This design comes from an exercise in tuning for small area, a short achievable clock period and few clock cycles per item on the open sky130 flow, not from production work. Only simulation tests tie the RTL to the original design; equivalence was not proved.

File: flow/run.sh
#!/bin/bash
# synth_recipe.tcl (not shown) runs the flow's synth.tcl, then flattens the netlist and writes it again
# the make line also repeats each setting of config.mk as NAME=value (left out here)
make -C /OpenROAD-flow-scripts/flow DESIGN_CONFIG=/design/flow/config.mk WORK_HOME=/design/flow/orfs CLKGATE_MAP_FILE= SYNTH_SCRIPT=/design/flow/synth_recipe.tcl finish
File: flow/config.mk
export PLATFORM = sky130hd
export DESIGN_NAME = joint_limit_braking_limiter
export DESIGN_NICKNAME = joint_limit_braking_limiter
export VERILOG_FILES = /design/flow/design.v
export SDC_FILE = /design/flow/constraint.sdc
export NUM_CORES = 4
export LEC_CHECK = 0
export CAP_MARGIN = 20
export CORE_MARGIN = 2
export CORE_UTILIZATION = 40
export SLEW_MARGIN = 20
File: flow/constraint.sdc
create_clock -name core_clock -period 12.0 [get_ports {clk}]
set_input_delay 2.4000 -clock core_clock [delete_from_list [all_inputs] [get_ports {clk}]]
set_output_delay 2.4000 -clock core_clock [all_outputs]
set_load 0.01 [all_outputs]
File: flow/design.v
`timescale 1ns / 1ps
package jlbl_pkg;
	localparam int unsigned WORD_W    = 32;
	localparam int unsigned MODE_W    = 2;
	localparam int unsigned CFG_IDX_W = 2;
	localparam int unsigned IN_DATA_W = 3 * WORD_W;
	localparam logic [MODE_W-1:0] MODE_VELOCITY = 2'd1;
	localparam logic [WORD_W-1:0] SPEED_COEFF_RST = 32'd65536;
endpackage
`timescale 1ns / 1ps
module jlbl_ctrl (
	input  logic [31:0] x,
	output logic [5:0]  len
);
	always_comb begin
		len = 6'd0;
		for (int i = 0; i < 32; i++) begin
			if (x[i]) len = 6'(i + 1);
		end
	end
endmodule
`timescale 1ns / 1ps
module jlbl_dp (
	input  logic        clk,
	input  logic        arst_n,
	input  logic        cfg_valid,
	input  logic [1:0]  cfg_index,
	input  logic [31:0] cfg_data,
	input  logic        s_tvalid,
	output logic        s_tready,
	input  logic [95:0] s_tdata,
	input  logic [1:0]  s_tuser,
	output logic        m_tvalid,
	input  logic        m_tready,
	output logic [31:0] m_tdata,
	output logic        m_tuser
);
	localparam logic [3:0] S_LOOK  = 4'd0;
	localparam logic [3:0] S_ACC   = 4'd1;
	localparam logic [3:0] S_PRIME = 4'd2;
	localparam logic [3:0] S_STEP  = 4'd3;
	localparam logic [3:0] S_DEC   = 4'd4;
	localparam logic [3:0] S_PROD0 = 4'd5;
	localparam logic [3:0] S_PROD  = 4'd6;
	localparam logic [3:0] S_SQRT  = 4'd7;
	localparam logic [3:0] S_ROUND = 4'd8;
	logic signed [31:0] lo_q, hi_q;
	logic [31:0]        dc_q, sc_q;
	logic               b_q;
	logic signed [31:0] lt_q, ut_q;
	logic [3:0]  st_q;
	logic [51:0] r1_q;     
	logic [49:0] r2_q;     
	logic [4:0]  idx_q;
	logic [2:0]  dg_q;     
	logic        sat_q;
	logic        neg_q;
	logic        brk_q;
	logic        pass_q;
	logic        mv_q;
	logic [31:0] md_q;
	logic        mu_q;
	assign m_tvalid = mv_q;
	assign m_tdata  = md_q;
	assign m_tuser  = mu_q;
	logic signed [31:0] pos, spd, cmdv;
	logic               vel;
	assign pos  = s_tdata[31:0];
	assign spd  = s_tdata[63:32];
	assign cmdv = s_tdata[95:64];
	assign vel  = (s_tuser == jlbl_pkg::MODE_VELOCITY);
	logic cmd_le0, cmd_ge0;
	assign cmd_le0 = cmdv[31] | (cmdv == 32'sd0);
	assign cmd_ge0 = ~cmdv[31];
	logic [30:0]        dthr;
	logic signed [32:0] lt_sum, ut_sum;
	logic signed [31:0] lt_n, ut_n, lt_s, ut_s;
	assign dthr   = sat_q ? 31'h7fff_ffff : r2_q[46:16];
	assign lt_sum = {lo_q[31], lo_q} + {2'b00, dthr};
	assign ut_sum = {hi_q[31], hi_q} - {2'b00, dthr};
	assign lt_n   = (lt_sum[32] != lt_sum[31]) ? 32'sh7fff_ffff : lt_sum[31:0];
	assign ut_n   = (ut_sum[32] != ut_sum[31]) ? 32'sh8000_0000 : ut_sum[31:0];
	assign lt_s   = b_q ? lt_q : lt_n;
	assign ut_s   = b_q ? ut_q : ut_n;
	logic below, above, brake, outside, need_sq;
	assign below   = pos < lt_s;
	assign above   = pos > ut_s;
	assign brake   = (below & cmd_le0) | (above & cmd_ge0);
	assign outside = (pos <= lo_q) | (pos >= hi_q);
	assign need_sq = brake & ~outside;
	logic [31:0] gap;
	assign gap = below ? 32'(pos - lo_q) : 32'(hi_q - pos);
	logic [31:0] spd_abs, spd_u;
	logic [5:0]  spd_len;
	assign spd_abs = spd[31] ? 32'(-spd) : spd;
	assign spd_u   = spd ^ {32{spd[31]}};
	jlbl_ctrl u_len_spd (.x(spd_u), .len(spd_len));
	logic [4:0] top_digit;
	assign top_digit = 5'((spd_len + 6'(spd[31])) >> 1);
	logic [36:0] mext;
	logic [4:0]  win;
	assign mext = {2'b00, md_q, 3'b000};
	assign win  = mext[{idx_q, 1'b0} +: 5];
	logic [46:0] t_init, q_init;
	always_comb begin
		case (win[3:2])
			2'b00:   begin t_init = '0;                  q_init = '0;                  end
			2'b11:   begin t_init = 47'({dc_q, 1'b0});   q_init = 47'({dc_q, 2'b00});  end
			default: begin t_init = 47'(dc_q);           q_init = 47'(dc_q);           end
		endcase
	end
	logic        b_one, b_two, b_neg;
	assign b_one = dg_q[1] ^ dg_q[0];
	assign b_two = dg_q[2] ? ~(dg_q[1] | dg_q[0]) : (dg_q[1] & dg_q[0]);
	assign b_neg = dg_q[2] & ~(dg_q[1] & dg_q[0]);
	logic [46:0] t_cur, q_cur;
	assign t_cur = r1_q[46:0];
	assign q_cur = r2_q[46:0];
	logic [49:0] t_add;
	logic [52:0] q_add, q_dc;
	logic [49:0] t_nxt;
	logic [52:0] q_nxt;
	always_comb begin
		t_add = b_two ? 50'({dc_q, 1'b0}) : (b_one ? 50'(dc_q) : 50'd0);
		q_add = b_two ? 53'({t_cur, 4'b0000}) : (b_one ? 53'({t_cur, 3'b000}) : 53'd0);
		q_dc  = b_two ? 53'({dc_q, 2'b00}) : (b_one ? 53'(dc_q) : 53'd0);
		if (b_neg) begin
			t_add = -t_add;
			q_add = -q_add;
		end
		t_nxt = {t_cur, 2'b00} + t_add;
		q_nxt = {q_cur, 4'b0000} + q_add + q_dc;
	end
	logic sat_nxt;
	assign sat_nxt = (|t_nxt[49:47]) | (|q_nxt[52:47]);
	logic [5:0] sc_len;
	jlbl_ctrl u_len_sc (.x(sc_q), .len(sc_len));
	logic [4:0] np;       
	assign np = (sc_len == 6'd0) ? 5'd1 : 5'((sc_len + 6'd1) >> 1);
	logic [1:0]  sd;
	logic [33:0] p_sum;
	logic        p_last;
	assign sd     = sc_q[{idx_q[3:0], 1'b0} +: 2];
	assign p_sum  = 34'(r2_q[49:18]) + (sd[0] ? 34'(r1_q[31:0]) : 34'd0)
		+ (sd[1] ? {1'b0, r1_q[31:0], 1'b0} : 34'd0);
	assign p_last = (idx_q == (np - 5'd1));
	logic [5:0] g_len;
	jlbl_ctrl u_len_g (.x(r1_q[31:0]), .len(g_len));
	logic [4:0] sq_top, sq_end;
	assign sq_top = 5'((g_len + 6'd17) >> 1);
	assign sq_end = 5'd16 - np;
	logic [1:0]  pair;
	logic [24:0] root;
	logic [26:0] rem;
	logic [29:0] sq_try;
	assign pair   = r2_q[{idx_q, 1'b0} +: 2];
	assign root   = r1_q[51:27];
	assign rem    = r1_q[26:0];
	assign sq_try = {1'b0, rem, pair} - {3'b000, root, 2'b01};
	logic [24:0] rnd;
	assign rnd = 25'((26'(root) + 26'd1) >> 1);
	logic out_free;
	assign out_free = ~mv_q | m_tready;
	always_comb begin
		s_tready = 1'b0;
		case (st_q)
			S_ACC:   s_tready = ~mv_q;
			S_DEC:   s_tready = ~mv_q;
			S_PROD0: s_tready = 1'b1;
			default: s_tready = 1'b0;
		endcase
	end
	always_ff @(posedge clk or negedge arst_n) begin
		if (!arst_n) begin
			lo_q <= '0;
			hi_q <= '0;
			dc_q <= '0;
			sc_q <= jlbl_pkg::SPEED_COEFF_RST;
		end else if (cfg_valid) begin
			case (cfg_index)
				2'd0: lo_q <= cfg_data;
				2'd1: hi_q <= cfg_data;
				2'd2: dc_q <= cfg_data;
				default: sc_q <= cfg_data;
			endcase
		end
	end
	always_ff @(posedge clk or negedge arst_n) begin
		if (!arst_n) begin
			st_q <= S_LOOK;
			b_q  <= 1'b0;
			mv_q <= 1'b0;
		end else begin
			if (mv_q && m_tready) mv_q <= 1'b0;
			case (st_q)
				S_LOOK: begin
					if (s_tvalid) begin
						if (!vel) begin
							st_q <= S_ACC;
						end else if (b_q) begin
							b_q  <= brake;
							st_q <= need_sq ? S_PROD0 : S_ACC;
						end else if (out_free) begin
							st_q <= S_PRIME;
						end
					end
				end
				S_ACC: begin
					if (!mv_q) begin
						mv_q <= 1'b1;
						st_q <= S_LOOK;
					end
				end
				S_PRIME: begin
					st_q <= (idx_q == 5'd0) ? S_DEC : S_STEP;
				end
				S_STEP: begin
					if (idx_q == 5'd0 || sat_nxt) st_q <= S_DEC;
				end
				S_DEC: begin
					if (!mv_q) begin
						b_q <= brake;
						if (need_sq) begin
							st_q <= S_PROD;
						end else begin
							mv_q <= 1'b1;
							st_q <= S_LOOK;
						end
					end
				end
				S_PROD0, S_PROD: begin
					if (p_last) begin
						st_q <= (sq_top >= sq_end) ? S_SQRT : S_ROUND;
					end else begin
						st_q <= S_PROD;
					end
				end
				S_SQRT: begin
					if (idx_q == sq_end) st_q <= S_ROUND;
				end
				S_ROUND: begin
					if (!mv_q) begin
						mv_q <= 1'b1;
						st_q <= S_LOOK;
					end
				end
				default: st_q <= S_LOOK;
			endcase
		end
	end
	always_ff @(posedge clk) begin
		case (st_q)
			S_LOOK: begin
				if (s_tvalid) begin
					if (!vel) begin
						pass_q <= 1'b1;
						brk_q  <= 1'b0;
					end else if (b_q) begin
						pass_q <= ~brake;
						brk_q  <= brake;
						neg_q  <= below;
						r1_q   <= 52'(gap);
						r2_q   <= '0;
						idx_q  <= '0;
					end else if (out_free) begin
						md_q  <= spd_abs;
						idx_q <= top_digit;
						sat_q <= 1'b0;
					end
				end
			end
			S_ACC: begin
				if (!mv_q) begin
					md_q <= pass_q ? cmdv : 32'd0;
					mu_q <= brk_q;
				end
			end
			S_PRIME: begin
				r1_q[46:0] <= t_init;
				r2_q[46:0] <= q_init;
				dg_q       <= win[2:0];
				idx_q      <= idx_q - 5'd1;
			end
			S_STEP: begin
				r1_q[46:0] <= t_nxt[46:0];
				r2_q[46:0] <= q_nxt[46:0];
				sat_q      <= sat_nxt;
				dg_q       <= win[2:0];
				idx_q      <= idx_q - 5'd1;
			end
			S_DEC: begin
				if (!mv_q) begin
					lt_q  <= lt_n;
					ut_q  <= ut_n;
					neg_q <= below;
					if (need_sq) begin
						r1_q  <= 52'(gap);
						r2_q  <= '0;
						idx_q <= '0;
					end else begin
						md_q <= brake ? 32'd0 : cmdv;
						mu_q <= brake;
					end
				end
			end
			S_PROD0, S_PROD: begin
				r2_q <= {p_sum[33:2], p_sum[1:0], r2_q[17:2]};
				if (p_last) begin
					r1_q  <= '0;
					idx_q <= sq_top;
				end else begin
					idx_q <= idx_q + 5'd1;
				end
			end
			S_SQRT: begin
				if (!sq_try[29]) begin
					r1_q <= {root[23:0], 1'b1, sq_try[26:0]};
				end else begin
					r1_q <= {root[23:0], 1'b0, rem[24:0], pair};
				end
				idx_q <= idx_q - 5'd1;
			end
			S_ROUND: begin
				if (!mv_q) begin
					md_q <= neg_q ? 32'(-rnd) : 32'(rnd);
					mu_q <= 1'b1;
				end
			end
			default: begin
			end
		endcase
	end
endmodule
`timescale 1ns / 1ps
module joint_limit_braking_limiter (
	input  logic                               clk,
	input  logic                               arst_n,
	input  logic                               cfg_valid,
	output logic                               cfg_ready,
	input  logic [jlbl_pkg::CFG_IDX_W-1:0]     cfg_index,
	input  logic [jlbl_pkg::WORD_W-1:0]        cfg_data,
	input  logic                               s_tvalid,
	output logic                               s_tready,
	input  logic [jlbl_pkg::IN_DATA_W-1:0]     s_tdata,   
	input  logic [jlbl_pkg::MODE_W-1:0]        s_tuser,   
	output logic                               m_tvalid,
	input  logic                               m_tready,
	output logic [jlbl_pkg::WORD_W-1:0]        m_tdata,   
	output logic                               m_tuser    
);
	assign cfg_ready = 1'b1;
	jlbl_dp u_dp (
		.clk       (clk),
		.arst_n    (arst_n),
		.cfg_valid (cfg_valid),
		.cfg_index (cfg_index),
		.cfg_data  (cfg_data),
		.s_tvalid  (s_tvalid),
		.s_tready  (s_tready),
		.s_tdata   (s_tdata),
		.s_tuser   (s_tuser),
		.m_tvalid  (m_tvalid),
		.m_tready  (m_tready),
		.m_tdata   (m_tdata),
		.m_tuser   (m_tuser)
	);
endmodule
==> results.txt, run 1 <==
* Drt total wl at 169 mm
* GR Util met3 at 6.19%
* Seq/Total Area, Yosys at 22.7%
* Netlist Area Pre-Place at 42,700 um^2
* CP startpoint: u_dp.sat_q$_SDFFCE_PN0P_
* WL per Instance at between 20 and 30 um
* Layout Skew at 0.0206 ns
* Yosys synthesis warning count at 2
* Main synth FF type: edfxtp_1
* CP endpoint: u_dp.r2_q[5]$_DFFE_PP_
* Endpoints failing hold at 0
* Hold Crit Start: u_dp.hi_q[0]$_DFFE_PN0P_
* Hold Crit Class: flop to flop
* Worst-path clk slew at about 0.060 ns
* Worst path depth at 32
* Clock Sinks at 345
* Final period util at slightly above 90%
* DRT Pass-1 Iters at 7
* Deepest clock path buffer count at 3
* MaxCap Viol Count at 0
* RSZ-0062 raised after global routing: false
* CTS Buf Count at between 40 and 50
* CP Launch Type: flop
* Synthesis-stage register bit count at 345
* Initial antenna violation count at 10
* CP Class: flop to flop
* Io pins at 173
* Post-route ant nets at 0
* Vias per cell at between 6 and 7
* Fmax at 90.6 MHz
* Largest net degree at the start of global routing at ~100
* Crit path largest cell delay at 0.90 ns
* PortBufs at 171
* RR Endpoint: u_dp.r2_q[5]$_DFFE_PP_
* Number of synthesized flops with an enable pin at 211
* Gr usage total at 30.2%
* Placed cells at 6,638
* Worst Path Max Fanout at 42
* Reg2reg setup slack at 0.96 ns
* WP data required at 12.28 ns
* Rows at 119
* Cell taking the most area after synthesis: edfxtp_1
* Fin cells at ~6,700
* Mapped Nets at 5,896
* Min Hold Slack at 0.528 ns
* Slowest CP cell: edfxtp_1
* Synth Area per Inst at 8.06 um^2
* Detail Placement HPWL at 133 mm
* # setup viols final at 0
* Chip Width at 331 um
* Worst path buffer plus inverter count at 5
* Vias in the first global route at roughly 40,000
* Relative slew margins at between 10% and 20%
* Mapped Cells at roughly 5,300
* Total core area at 106,000 um^2
* Worst reg2reg path depth at 32
* Gr busiest metal: met2
* R2r startpoint: u_dp.sat_q$_SDFFCE_PN0P_
* DRC Markers at 0
* Top-area cell type share of the netlist area at 14.8%
* DIE AREA at 109,000 um^2
* Post-route minimum period at ~11 ns
* Die Y at about 330 um
* Total congestion overflow at 0
* Nets@finish at 5,885
* CP Data Arrival Time at 11.32 ns
* Met1 usage at just over 40%
* Initial DRC count at 4,275
* Post-synthesis async set-or-reset flop share at 38.8%
* Post-layout util at between 40% and 50%
* Status: timing/DRC/antenna clean
* Area grow syn2layout at 10.4%
* CTS tree: yes
* First-pass GRT wire length at 250 mm
* GR Layer Usage met2 at 47.2%
* Root buf cell: clkbuf_16
* Layout fillers at ~11,000
* CP top delay family: compound AO/OA/AOI/OAI gates
* GPL Wtd Cong at 0.984
* Kind of end point of the critical path: flop
* Initial Util at 40.4%
* Pin slew with the least headroom to its limit at 1.25 ns
* Setup TNS at 0 ns
* Share of cells above drive strength 1 at 7.58%
* Top area cells in the synthesized netlist: edfxtp_1, ha_1, dfrtp_1, a21oi_1, nand2_1
* Hold_buf cts at 0
* Worst skew pair latency at approximately 0.63 ns
* Worst setup margin at 0.963 ns
* H-Tree Depth at 2
* Max Slew Vio Count at 0
* Setup WS pre-CTS at 1.07 ns
* Count of distinct cell types in the synthesized netlist at about 110
* Vias after detailed routing at 41,783
-- cells in the mapped netlist, types with 19 or more instances --
| master | number |
|---|---|
| or2_2 | 61 |
| nor2b_1 | 55 |
| nor3_1 | 126 |
| xor2_1 | 179 |
| nand2_1 | 583 |
| edfxtp_1 | 211 |
| or3_1 | 46 |
| clkbuf_1 | 247 |
| a21boi_0 | 19 |
| a22oi_1 | 40 |
| a21o_1 | 107 |
| nand3_1 | 91 |
| ha_1 | 385 |
| nand4_1 | 52 |
| buf_1 | 28 |
| a41oi_1 | 22 |
| and2_1 | 30 |
| o31ai_1 | 54 |
| o221ai_1 | 36 |
| o21a_1 | 69 |
| or4_1 | 20 |
| mux2i_1 | 80 |
| xnor2_1 | 212 |
| mux2_2 | 101 |
| inv_1 | 337 |
| o22ai_1 | 44 |
| a21oi_1 | 458 |
| nor2_1 | 357 |
| mux4_2 | 36 |
| a31oi_1 | 86 |
| dfrtp_1 | 133 |
| nand2b_1 | 92 |
| o21bai_1 | 46 |
| and3_1 | 35 |
| a211oi_1 | 59 |
| fa_1 | 68 |
| o211ai_1 | 27 |
| a221oi_1 | 27 |
| o21ai_0 | 357 |
| nor4_1 | 48 |
-- worst min path at each step --
stage                               end  cells after the start
5_1_grt        u_dp.hi_q[0]$_DFFE_PN0P_                      1
3_3_place_gp   u_dp.hi_q[0]$_DFFE_PN0P_                      1
2_1_floorplan  u_dp.hi_q[0]$_DFFE_PN0P_                      1
3_5_place_dp   u_dp.hi_q[0]$_DFFE_PN0P_                      1
4_1_cts        u_dp.hi_q[0]$_DFFE_PN0P_                      1
6_report       u_dp.hi_q[0]$_DFFE_PN0P_                      1
-- worst reg2reg max path: cells and delay by family (launching register included) --
| kind | cells | cell delay [ns] |
|---|---|---|
| AOI/OAI and AO/OA | 11 | 4.23 |
| and+or+nand+nor | 12 | 3.48 |
| buffers and inverters | 5 | 1.02 |
| adders and majority gates | 3 | 0.91 |
| DFF | 1 | 0.90 |
| muxes | 1 | 0.12 |
-- cells in the final DEF (no fill, tap or decap), drive strengths merged, types with 56 or more instances in the layout --
cell type and n:
nand2 583, a21oi 459, ha 385, o21ai 360
nor2 360, inv 345, xnor2 213, edfxtp 211
xor2 179, clkdlybuf4s50 169, dfrtp 133, nor3 128
a21o 108, mux2 102, nand2b 92, nand3 91
a31oi 86, mux2i 80, o21a 69, fa 68
buf 64, or2 62, a211oi 59, clkbuf 56
-- what timing repair did --
item,in CTS,in global routing
setup buffers,0,0
resized for setup,0,1
setup endpoints to repair,0,26
-- sequential cells by signal, indices dropped and copies added (netlist names), 3 cells and up --
signal and flops:
u_dp.hi_q 32, u_dp.dg_q 3, u_dp.idx_q 5, u_dp.dc_q 32
u_dp.r2_q 50, u_dp.lo_q 32, u_dp.lt_q 32, u_dp.md_q 32
u_dp.sc_q 32, u_dp.st_q 4, u_dp.ut_q 32, u_dp.r1_q 52
-- area by class of cell --
cell class / instances / area, um^2 / area share, %
multi-input combinational: 4330 / 30700 / 65.2
sequential: 345 / 9700 / 20.5
timing repair buffer: 233 / 2190 / 4.63
tap: 1391 / 1740 / 3.69
clock buffer: 56 / 1290 / 2.74
inverter: 339 / 1270 / 2.70
clock inverter: 30 / 244 / 0.517
antenna: 2 / 5.00 / 0.0106
-- cell families after synthesis --
group	Yosys count	share of synthesized area, %
adder cells (fa/ha/maj)	454	14.5
AND/OR/NAND/NOR	1652	18.5
flip-flops	345	22.7
XOR/XNOR	393	8.10
buffers and inverters	631	5.62
other	1	0.00877
AO/OA/AOI/OAI	1611	24.1
multiplexers	219	6.52
-- per-layer routing --
layer,vias up,routed length (um)
li1,19371,-
met1,20161,71500
met2,1910,74300
met3,341,15400
met4,0,7840
met5,-,0
-- per-stage QoR --
step	cell area, um^2
final	47200
after global routing	47200
after CTS	47200
after detailed placement	45600
after global placement	45600
after floorplan	42700
Testbench counts, summed over its fixed seeds: cycles 14,041, items 2,400.
==> run 2, diff against run 1 <==
--- a/flow/design.v
+++ b/flow/design.v
@@ -84,2 +84,5 @@
 	assign ut_s   = b_q ? ut_q : ut_n;
+	logic [32:0] gl, gu;
+	assign gl = {pos[31], pos} + {~lo_q[31], ~lo_q};
+	assign gu = {hi_q[31], hi_q} + {~pos[31], ~pos};
 	logic below, above, brake, outside, need_sq;
@@ -88,16 +91,15 @@
 	assign brake   = (below & cmd_le0) | (above & cmd_ge0);
-	assign outside = (pos <= lo_q) | (pos >= hi_q);
+	assign outside = gl[32] | gu[32];
 	assign need_sq = brake & ~outside;
-	logic [31:0] gap;
-	assign gap = below ? 32'(pos - lo_q) : 32'(hi_q - pos);
-	logic [31:0] spd_abs, spd_u;
+	logic [31:0] gap1;     
+	assign gap1 = below ? gl[31:0] : gu[31:0];
+	logic [31:0] spd_u;
 	logic [5:0]  spd_len;
-	assign spd_abs = spd[31] ? 32'(-spd) : spd;
-	assign spd_u   = spd ^ {32{spd[31]}};
+	assign spd_u = spd ^ {32{spd[31]}};
 	jlbl_ctrl u_len_spd (.x(spd_u), .len(spd_len));
 	logic [4:0] top_digit;
-	assign top_digit = 5'((spd_len + 6'(spd[31])) >> 1);
+	assign top_digit = 5'(spd_len >> 1);
 	logic [36:0] mext;
 	logic [4:0]  win;
-	assign mext = {2'b00, md_q, 3'b000};
+	assign mext = {3'b000, md_q[30:0], md_q[31], 2'b00};
 	assign win  = mext[{idx_q, 1'b0} +: 5];
@@ -118,19 +120,2 @@
 	assign q_cur = r2_q[46:0];
-	logic [49:0] t_add;
-	logic [52:0] q_add, q_dc;
-	logic [49:0] t_nxt;
-	logic [52:0] q_nxt;
-	always_comb begin
-		t_add = b_two ? 50'({dc_q, 1'b0}) : (b_one ? 50'(dc_q) : 50'd0);
-		q_add = b_two ? 53'({t_cur, 4'b0000}) : (b_one ? 53'({t_cur, 3'b000}) : 53'd0);
-		q_dc  = b_two ? 53'({dc_q, 2'b00}) : (b_one ? 53'(dc_q) : 53'd0);
-		if (b_neg) begin
-			t_add = -t_add;
-			q_add = -q_add;
-		end
-		t_nxt = {t_cur, 2'b00} + t_add;
-		q_nxt = {q_cur, 4'b0000} + q_add + q_dc;
-	end
-	logic sat_nxt;
-	assign sat_nxt = (|t_nxt[49:47]) | (|q_nxt[52:47]);
 	logic [5:0] sc_len;
@@ -140,7 +125,4 @@
 	logic [1:0]  sd;
-	logic [33:0] p_sum;
 	logic        p_last;
 	assign sd     = sc_q[{idx_q[3:0], 1'b0} +: 2];
-	assign p_sum  = 34'(r2_q[49:18]) + (sd[0] ? 34'(r1_q[31:0]) : 34'd0)
-		+ (sd[1] ? {1'b0, r1_q[31:0], 1'b0} : 34'd0);
 	assign p_last = (idx_q == (np - 5'd1));
@@ -149,3 +131,3 @@
 	logic [4:0] sq_top, sq_end;
-	assign sq_top = 5'((g_len + 6'd17) >> 1);
+	assign sq_top = (g_len >= 6'd31) ? 5'd24 : 5'((g_len + 6'd18) >> 1);
 	assign sq_end = 5'd16 - np;
@@ -154,9 +136,36 @@
 	logic [26:0] rem;
-	logic [29:0] sq_try;
-	assign pair   = r2_q[{idx_q, 1'b0} +: 2];
-	assign root   = r1_q[51:27];
-	assign rem    = r1_q[26:0];
-	assign sq_try = {1'b0, rem, pair} - {3'b000, root, 2'b01};
-	logic [24:0] rnd;
-	assign rnd = 25'((26'(root) + 26'd1) >> 1);
+	assign pair = r2_q[{idx_q, 1'b0} +: 2];
+	assign root = r1_q[51:27];
+	assign rem  = r1_q[26:0];
+	logic [49:0] a2_x, a2_y, add2;
+	logic [52:0] a3_x, a3_y, a3_z, add3;
+	always_comb begin
+		case (st_q)
+			S_SQRT: begin
+				a2_x = 50'({1'b0, rem, pair});
+				a2_y = {23'h7f_ffff, ~root, 2'b11};
+			end
+			S_ROUND: begin
+				a2_x = 50'({8'h00, root[24:1]} ^ {32{neg_q}});
+				a2_y = 50'(root[0] ^ neg_q);
+			end
+			default: begin
+				a2_x = {1'b0, t_cur, 1'b0, b_neg};
+				a2_y = (b_two ? 50'({dc_q, 1'b0}) : (b_one ? 50'(dc_q) : 50'd0)) ^ {50{b_neg}};
+			end
+		endcase
+		if (st_q == S_STEP) begin
+			a3_x = {2'b00, q_cur, 3'b000, b_neg};
+			a3_y = (b_two ? {2'b00, t_cur, 4'b0000} : (b_one ? {3'b000, t_cur, 3'b000} : 53'd0)) ^ {53{b_neg}};
+			a3_z = b_two ? 53'({dc_q, 2'b00}) : (b_one ? 53'(dc_q) : 53'd0);
+		end else begin
+			a3_x = 53'(r2_q[49:18]);
+			a3_y = sd[0] ? 53'(r1_q[31:0]) : 53'd0;
+			a3_z = sd[1] ? 53'({r1_q[31:0], 1'b0}) : 53'd0;
+		end
+		add2 = a2_x + a2_y;
+		add3 = a3_x + a3_y + a3_z;
+	end
+	logic sat_nxt;
+	assign sat_nxt = (|add2[49:47]) | (|add3[52:47]);
 	logic out_free;
@@ -261,7 +270,7 @@
 						neg_q  <= below;
-						r1_q   <= 52'(gap);
-						r2_q   <= '0;
+						r1_q   <= 52'(gap1);
+						r2_q   <= {sc_q, 18'd0};
 						idx_q  <= '0;
 					end else if (out_free) begin
-						md_q  <= spd_abs;
+						md_q  <= {spd[31], spd_u[30:0]};
 						idx_q <= top_digit;
@@ -284,4 +293,4 @@
 			S_STEP: begin
-				r1_q[46:0] <= t_nxt[46:0];
-				r2_q[46:0] <= q_nxt[46:0];
+				r1_q[46:0] <= add2[46:0];
+				r2_q[46:0] <= add3[46:0];
 				sat_q      <= sat_nxt;
@@ -296,4 +305,4 @@
 					if (need_sq) begin
-						r1_q  <= 52'(gap);
-						r2_q  <= '0;
+						r1_q  <= 52'(gap1);
+						r2_q  <= {sc_q, 18'd0};
 						idx_q <= '0;
@@ -306,3 +315,3 @@
 			S_PROD0, S_PROD: begin
-				r2_q <= {p_sum[33:2], p_sum[1:0], r2_q[17:2]};
+				r2_q <= {add3[33:2], add3[1:0], r2_q[17:2]};
 				if (p_last) begin
@@ -315,4 +324,4 @@
 			S_SQRT: begin
-				if (!sq_try[29]) begin
-					r1_q <= {root[23:0], 1'b1, sq_try[26:0]};
+				if (!add2[29]) begin
+					r1_q <= {root[23:0], 1'b1, add2[26:0]};
 				end else begin
@@ -324,3 +333,3 @@
 				if (!mv_q) begin
-					md_q <= neg_q ? 32'(-rnd) : 32'(rnd);
+					md_q <= add2[31:0];
 					mu_q <= 1'b1;
--- a/flow/config.mk
+++ b/flow/config.mk
@@ -9,3 +9,4 @@
 export CORE_MARGIN = 2
-export CORE_UTILIZATION = 40
+export CORE_UTILIZATION = 55
+export SETUP_SLACK_MARGIN = 5
 export SLEW_MARGIN = 20
==> results.txt, run 2 <==
* Seq/Total Area, Yosys at about 26%
* Top reg by flops: u_dp.r1_q
* Deepest clock path buffer count at 3
* Nets@finish at 5,086
* Area of the multi-input gates at 27,200 um^2
* Synthesis-stage register bit count at 345
* Initial Util at 55.7%
* Main synth FF type: edfxtp_1
* Vias per cell at slightly below 7
* Sequential Area at 9700 um^2
* MaxCap Viol Count at 0
* Endpoints failing hold at 0
* Netlist Area Pre-Place at 37,500 um^2
* Post-synthesis async set-or-reset flop share at 38.8%
* Pin slew with the least headroom to its limit at roughly 1.4 ns
* Drt total wl at 158 mm
* WP data required at 12.31 ns
* CP startpoint: u_dp.sat_q$_SDFFCE_PN0P_
* DRC Markers at 0
* DIE AREA at 70,200 um^2
* Vias in the first global route at 34,244
* Min Hold Slack at 0.573 ns
* Reg2reg setup slack at around 4 ns
* CP endpoint: u_dp.r1_q[8]$_DFFE_PP_
* Largest net degree at the start of global routing at 108
* Initial antenna violation count at 8
* Kind of end point of the critical path: flop
* Layout Skew at around 0.03 ns
* Die Y at 265 um
* DRT Pass-1 Iters at 8
* Rows at 95
* Status: timing/DRC/antenna clean
* Detail Placement HPWL at between 100 and 150 mm
* Hold Path Cell Cnt at 1
* Max reg flops at 52
* Chip Width at about 270 um
* Gr usage total at 43.3%
* RR Endpoint: u_dp.r1_q[8]$_DFFE_PP_
* Most frequent cells after synthesis: nand2_1, a21oi_1, nor2_1
* Initial DRC count at 5,290
* Mapped Nets at 4,992
* Cell taking the most area after synthesis: edfxtp_1
* Top area cells in the synthesized netlist: edfxtp_1, ha_1, dfrtp_1, xnor2_1, a21oi_1
* CP Data Arrival Time at 8.33 ns
* Worst reg2reg path depth at 34
* Fmax at 125 MHz
* GPL Wtd Cong at 1.14
* WL per Instance at 28.6 um
* Vias after detailed routing at around 37,000
* Relative slew margins at 7.44%
* PortBufs at around 170
* Mapped Cells at 4,491
* Total core area at 67,300 um^2
* Worst-path clk slew at roughly 0.06 ns
* CTS tree: yes
* CP Class: flop to flop
* Crit path largest cell delay at 0.45 ns
* Post-route ant nets at 0
* Io pins at 173
* H-Tree Depth at 2
* Total congestion overflow at 0
* Max Slew Vio Count at 0
* Number of synthesized flops with an enable pin at 211
* Synth Area per Inst at 8.34 um^2
* First-pass GRT wire length at 227 mm
* Most frequent cells in the layout: nand2_1, a21oi_1, nor2_1
* Top Registers: u_dp.r1_q x52, u_dp.r2_q x50
* Worst Path Max Fanout at 23
* Layout fillers at 5,833
* Hold Crit Class: flop to flop
* Worst skew pair latency at roughly 0.62 ns
* Setup TNS at 0 ns
* # setup viols final at 0
* R2r startpoint: u_dp.sat_q$_SDFFCE_PN0P_
* Top-area cell type share of the netlist area at 16.9%
* Count of distinct cell types in the synthesized netlist at 89
* Clock Sinks at 345
* RSZ-0062 raised after global routing: true
* Final period util at between 60 and 70%
* Root buf cell: clkbuf_16
* Yosys synthesis warning count at 2
* Most numerous cell in the Yosys netlist: nand2_1
* CTS Buf Count at 44
* Commonest non-fill, non-tap cell in the layout: nand2_1
* Slowest CP cell: or4_4
* Share of cells above drive strength 1 at between 10 and 15%
* Area grow syn2layout at 16.5%
* Post-route minimum period at between 8 and 9 ns
* CP Launch Type: flop
run 2: changes by cell type after synthesis, moves of 42 or more:
| cell | before | now |
|---|---|---|
| a21oi_1 | 458 | 416 |
| a221o_1 | 10 | 52 |
| and3_1 | 35 | 94 |
| ha_1 | 385 | 324 |
| inv_1 | 337 | 239 |
| nand2_1 | 583 | 446 |
| nor3_1 | 126 | 73 |
| o21ai_0 | 357 | 258 |
| xnor2_1 | 212 | 261 |
| xor2_1 | 179 | 84 |
run 2: layout make-up:
type                    count  share of cell area (%)
diodes                     14                  0.0803
clock buffers              61                    2.98
clock inverters            20                   0.565
inverters                 240                    2.06
multi-input cells        3662                    62.2
flip-flops and latches    345                    22.2
well taps                 873                    2.50
repair buffers            292                    7.36
run 2: metrics by stage:
step	worst slack [ns]	cells	instance area, um^2	util [%]
finish	3.98	5507	43600	64.9
global route	3.72	5496	43600	64.8
CTS	4.04	5468	42800	63.6
detailed placement	2.48	5344	40000	59.5
global placement	2.72	5344	40000	59.5
floorplan	3.64	4491	37600	-
run 2: how the worst min path moves through the flow:
stage                                   from                        to  slack (ns)
floorplan           u_dp.hi_q[0]$_DFFE_PN0P_  u_dp.hi_q[0]$_DFFE_PN0P_        0.51
global placement    u_dp.hi_q[0]$_DFFE_PN0P_  u_dp.hi_q[0]$_DFFE_PN0P_        0.54
detailed placement  u_dp.hi_q[0]$_DFFE_PN0P_  u_dp.hi_q[0]$_DFFE_PN0P_        0.55
CTS                 u_dp.hi_q[0]$_DFFE_PN0P_  u_dp.hi_q[0]$_DFFE_PN0P_        0.57
global route        u_dp.hi_q[0]$_DFFE_PN0P_  u_dp.hi_q[0]$_DFFE_PN0P_        0.58
finish              u_dp.hi_q[0]$_DFFE_PN0P_  u_dp.hi_q[0]$_DFFE_PN0P_        0.57
run 2: cell families after synthesis:
| logic type | share of synthesized area [%] |
|---|---|
| AOI/OAI and AO/OA | 23.3 |
| xor gates and xnor gates | 8.06 |
| adders and majority gates | 13.0 |
| buffers and inverters | 4.93 |
| DFF | 25.9 |
| muxes | 8.01 |
| other | 0.0100 |
| and+or+nand+nor | 16.8 |
run 2: routing by layer:
layer	routed length (um)	part of all wire (%)	GRT usage, %	up-vias
li1	-	-	-	16677
met1	62500	40	57.6	17894
met2	64300	41	62.2	2299
met3	20000	13	13.6	537
met4	10500	6.7	23.4	10
met5	297	0.19	2.29	-
run 2: repair_timing:
| action | 4_1_cts | 5_1_grt |
|---|---|---|
| resized for setup | 152 | 119 |
| hold buffers | 0 | 0 |
| cloned | 15 | 8 |
| endpoints found under the setup margin | 221 | 219 |
| pin swaps | 28 | 24 |
| setup buffers | 28 | 17 |
run 2: worst max-delay path, delay by kind of cell, from the launching register on:
family | cells | cell delay [ns]
AOI/OAI and AO/OA | 15 | 3.60
muxes | 2 | 0.41
adders and majority gates | 3 | 0.82
DFF | 1 | 0.40
buffers and inverters | 6 | 0.86
and+or+nand+nor | 8 | 1.57
Testbench counts of run 2, summed over its fixed seeds: cycles 13,881, items 2,400.

## re-timing with driven ports
The results above use ideal ports. As a check the final layouts listed here were re-extracted and re-timed, cells and wires unchanged.
Step 1: set_driving_cell puts a clkbuf_16 on clk and a buf_2 on each other input, an assumption about the parent block.
Step 2 times the ports against the registers' clock, not the clock port: input delays grow and output delays shrink by t, the midpoint of the rising clock arrivals with the driver on.
a / b / c = no drivers / after step 1 / after step 2; a / b = the first two.
| run | t, ns | slack for setup (ns) | worst setup path after step 2 | worst slew at a driven data input, ns | pins driven straight from the clock port |
|---|---|---|---|---|---|
| run 1 | 0.683 | 0.963 / 0.963 / 0.963 | register to register | 0.05 | 1 |
| run 2 | 0.678 | 3.982 / 3.982 / 3.982 | register to register | 0.07 | 1 |
After both steps every run listed still meets setup and hold.
